What follows belongs to an exercise in optimizing a design on an open flow for small area and a short achievable clock period; a production flow would make more cautious choices.
Where RTL was checked, it was by simulation tests only, not by an equivalence proof against the original.
The flow treats the clock pin as an ideal source, which a real chip does not have.
Power figures rest on the tool's default switching activity, not on a simulated workload.

==> flow/design.v <==
package life_pkg;
    localparam int unsigned KEY_W = 3;
    typedef enum logic [KEY_W-1:0] {
        KEY_NONE  = 3'd0,
        KEY_UP    = 3'd1,
        KEY_DOWN  = 3'd2,
        KEY_LEFT  = 3'd3,
        KEY_RIGHT = 3'd4,
        KEY_FLIP  = 3'd5,
        KEY_NEXT  = 3'd6,
        KEY_RUN   = 3'd7
    } key_e;
    function automatic logic [15:0] life_row(input logic [15:0] a, input logic [15:0] m,
                                             input logic [15:0] b);
        logic [1:0] v [16];
        logic [1:0] p;
        logic [3:0] n;
        for (int j = 0; j < 16; j++) v[j] = {1'b0, a[j]} + {1'b0, m[j]} + {1'b0, b[j]};
        for (int j = 0; j < 16; j++) begin
            p = {1'b0, a[j]} + {1'b0, b[j]};
            n = {2'b0, v[(j + 15) % 16]} + {2'b0, v[(j + 1) % 16]} + {2'b0, p};
            life_row[j] = ((n | {3'b0, m[j]}) == 4'd3);
        end
    endfunction
endpackage
module life_data (
    input  logic        clk,
    input  logic        reset,
    input  logic        install,    
    input  logic        first,      
    input  logic        last,       
    input  logic        flip_en,
    input  logic [3:0]  flip_d,     
    input  logic [3:0]  flip_x,
    output logic [15:0] disp_row    
);
    logic [15:0][15:0] brd;         
    logic [15:0]       new_row;     
    logic [15:0]       first_row;   
    logic [15:0]       col_sel;
    assign col_sel  = flip_en ? (16'b1 << flip_x) : 16'b0;
    assign disp_row = brd[15];
    always_ff @(posedge clk or negedge reset) begin
        if (!reset) begin
            brd <= '0;
        end else begin
            for (int i = 0; i < 16; i++) begin
                if (i == 14 && install) begin
                    brd[i] <= new_row;
                end else begin
                    brd[i] <= brd[(i + 1) % 16] ^ ((flip_d == 4'((i + 1) % 16)) ? col_sel : 16'b0);
                end
            end
        end
    end
    always_ff @(posedge clk) begin
        new_row <= life_pkg::life_row(brd[15], brd[0], last ? first_row : brd[1]);
        if (first) begin
            first_row <= brd[0];
        end
    end
endmodule
module life #(
    parameter int unsigned X         = 16,
    parameter int unsigned Y         = 16,
    parameter int unsigned LOG2X     = 4,
    parameter int unsigned LOG2Y     = 4,
    parameter int unsigned HIGH_BITS = 10
) (
    input  logic             clk,
    input  logic             reset,
    input  logic [life_pkg::KEY_W-1:0] keys,
    output logic [Y-1:0]     row,
    output logic [X-1:0]     col
);
    life_pkg::key_e       key_c;
    life_pkg::key_e       key_q;      
    logic                 sweep;      
    logic                 swap;       
    logic                 swap_q;     
    logic                 install_c;  
    logic [7:0]           k;          
    logic [LOG2X-1:0]     cx;         
    logic [LOG2Y-1:0]     cd;         
    logic                 run_mode;
    logic [HIGH_BITS-1:0] prescaler;
    logic                 scan_on;    
    logic             idle_c;
    logic             start_c;
    logic             edit_c;
    logic [X-1:0]     disp_row;
    assign key_c   = life_pkg::key_e'(keys);
    assign idle_c  = !sweep && !swap;
    assign start_c = idle_c && ((key_c == life_pkg::KEY_NEXT) || (run_mode && (&prescaler)));
    assign edit_c  = idle_c && (key_c != life_pkg::KEY_NEXT) && (key_c != life_pkg::KEY_RUN);
    always_ff @(posedge clk or negedge reset) begin
        if (!reset) begin
            sweep  <= 1'b0;
            swap   <= 1'b0;
            swap_q <= 1'b0;
        end else begin
            swap   <= sweep && (&k);
            swap_q <= swap;
            sweep  <= start_c || (sweep && !(&k));
        end
    end
    always_ff @(posedge clk) begin
        k <= sweep ? k + 1'b1 : 8'd0;
    end
    assign install_c = (sweep && (k[7:4] == 4'hf) && (k[3:1] != 3'd0)) || swap || swap_q;
    always_ff @(posedge clk or negedge reset) begin
        if (!reset) begin
            key_q <= life_pkg::KEY_NONE;
            cx    <= '0;
            cd    <= '0;
        end else begin
            key_q <= edit_c ? key_c : life_pkg::KEY_NONE;
            cd    <= cd - 1'b1;
            case (key_q)
                life_pkg::KEY_UP:    cd <= cd - 2'd2;
                life_pkg::KEY_DOWN:  cd <= cd;
                life_pkg::KEY_LEFT:  cx <= cx - 1'b1;
                life_pkg::KEY_RIGHT: cx <= cx + 1'b1;
                default: ;
            endcase
        end
    end
    always_ff @(posedge clk or negedge reset) begin
        if (!reset) begin
            prescaler <= '0;
            run_mode  <= 1'b0;
        end else begin
            prescaler <= prescaler + 1'b1;
            if (key_c == life_pkg::KEY_RUN) begin
                run_mode <= ~run_mode;
            end
        end
    end
    always_ff @(posedge clk or negedge reset) begin
        if (!reset) begin
            scan_on <= 1'b0;
            row     <= '0;
        end else begin
            scan_on <= 1'b1;
            row     <= {row[Y-2:0], row[Y-1] | !scan_on};
        end
    end
    assign col = disp_row;
    life_data l_data (
        .clk      (clk),
        .reset    (reset),
        .install  (install_c),
        .first    (sweep && (k == 8'd241)),
        .last     (swap),
        .flip_en  (key_q == life_pkg::KEY_FLIP),
        .flip_d   (cd),
        .flip_x   (cx),
        .disp_row (disp_row)
    );
endmodule
export LEC_CHECK = 0
export CAP_MARGIN = 40
export CORE_MARGIN = 2
export CORE_UTILIZATION = 40
export CTS_CLUSTER_DIAMETER = 100
export CTS_CLUSTER_SIZE = 25
export SLEW_MARGIN = 40
create_clock -name core_clock -period 9.0 [get_ports {clk}]
standard.sh (not shown) runs the stock make flow with config.mk's settings and CLKGATE_MAP_FILE= SYNTH_SCRIPT=/design/flow/synth_recipe.tcl, a recipe that flattens the netlist after the stock synthesis.
==> flow/flow/run.sh <==
#!/bin/bash
# Standard layout with the port buffers a buf_2 and a tighter setup margin for repair,
# and the clock tree's root buffer removed after clock tree synthesis.
set -euo pipefail
ARGS=(SETUP_SLACK_MARGIN=6.2 "BUFFER_PORTS_ARGS=-buffer_cell sky130_fd_sc_hd__buf_2")
bash standard.sh "${ARGS[@]}" cts > flow_to_cts.log 2>&1
UNROOT_ODB=orfs/results/sky130hd/life/base/4_cts.odb openroad -no_init -exit flow/unroot.tcl > unroot.log 2>&1
bash standard.sh "${ARGS[@]}" finish > flow_to_finish.log 2>&1
==> flow/flow/unroot.tcl <==
# Remove the clock tree's root buffer: the clock port then drives the tree's first-level
# buffers (two) directly, one buffer less on every register's clock path.
set odb_file $::env(UNROOT_ODB)
read_db $odb_file
set block [ord::get_db_block]
set clk_net [$block findNet clk]
set root ""
foreach iterm [$clk_net getITerms] {
    if {[$iterm isInputSignal]} {
        set root [$iterm getInst]
    }
}
if {$root == "" || [llength [$clk_net getITerms]] != 1} {
    puts "unroot: clock port does not drive a single root buffer; layout left as it is"
    exit 0
}
set out_net [[$root findITerm X] getNet]
set loads [$out_net getITerms]
puts "unroot: root [$root getName] drives [expr {[llength $loads] - 1}] buffers"
if {[llength $loads] - 1 > 4} {
    puts "unroot: too many first-level buffers; layout left as it is"
    exit 0
}
foreach iterm $loads {
    if {[$iterm getInst] != $root} {
        $iterm disconnect
        $iterm connect $clk_net
    }
}
[$root findITerm A] disconnect
[$root findITerm X] disconnect
odb::dbInst_destroy $root
odb::dbNet_destroy $out_net
write_db $odb_file
puts "unroot: done"
==> next run, changes <==
--- a/flow/design.v
+++ b/flow/design.v
@@ -32,15 +32,17 @@
     input  logic        flip_en,
     input  logic [3:0]  flip_d,     
     input  logic [3:0]  flip_x,
     output logic [15:0] disp_row    
 );
     logic [15:0][15:0] brd;         
-    logic [15:0]       new_row;     
+    logic [15:0]       prev_row;    
     logic [15:0]       first_row;   
+    logic [15:0]       new_row;
     logic [15:0]       col_sel;
+    assign new_row  = life_pkg::life_row(prev_row, brd[15], last ? first_row : brd[0]);
     assign col_sel  = flip_en ? (16'b1 << flip_x) : 16'b0;
     assign disp_row = brd[15];
     always_ff @(posedge clk or negedge reset) begin
         if (!reset) begin
             brd <= '0;
         end else begin
@@ -51,15 +53,15 @@
                     brd[i] <= brd[(i + 1) % 16] ^ ((flip_d == 4'((i + 1) % 16)) ? col_sel : 16'b0);
                 end
             end
         end
     end
     always_ff @(posedge clk) begin
-        new_row <= life_pkg::life_row(brd[15], brd[0], last ? first_row : brd[1]);
+        prev_row <= brd[15];
         if (first) begin
-            first_row <= brd[0];
+            first_row <= brd[15];
         end
     end
 endmodule
 module life #(
     parameter int unsigned X         = 16,
     parameter int unsigned Y         = 16,
@@ -147,14 +149,14 @@
     end
     assign col = disp_row;
     life_data l_data (
         .clk      (clk),
         .reset    (reset),
         .install  (install_c),
-        .first    (sweep && (k == 8'd241)),
-        .last     (swap),
+        .first    (sweep && (k == 8'd242)),
+        .last     (swap_q),
         .flip_en  (key_q == life_pkg::KEY_FLIP),
         .flip_d   (cd),
         .flip_x   (cx),
         .disp_row (disp_row)
     );
 endmodule
Non-clock buffer count came out lower by 1; die area hardly moves; register-to-register slack loses 0.10 ns; worst setup slack loses 0.10 ns; count of clock-buffer cells in the layout is unchanged; worst hold slack loses 0.0084 ns; power came out higher by 15%.
For the first run of this note, only the layout was checked, not whether the RTL still works.

[re-timing with driven ports]
No port has a modelled driver above. Below, the same layouts with a new extraction and two added sets of constraints. Step 1, drivers: a clkbuf_16 drives clk and a buf_2 each remaining input, both assumed. Step 2, shift: input delay + t, output delay - t, t = (earliest + latest rising clock arrival at the registers) / 2. This alone moves slack from input paths to output paths. a / b / c = ideal ports / drivers / drivers and shift; a / b = the first two.
run | t, ns | setup WS [ns] | worst register clock-pin slew, ns | pins driven straight from the clock port
the first run | 0.435 | 6.114 / 6.114 / 6.045 | 0.11 / 0.11 | 2
the second run | 0.448 | 6.012 / 6.012 / 6.012 | 0.10 / 0.10 | 2
After both steps setup and hold are still met in every run listed. For the first run, which loses most, drivers alone change the setup slack by 0.000 ns; drivers and shift together by -0.069 ns. The worst setup slack also covers recovery checks on asynchronous resets.
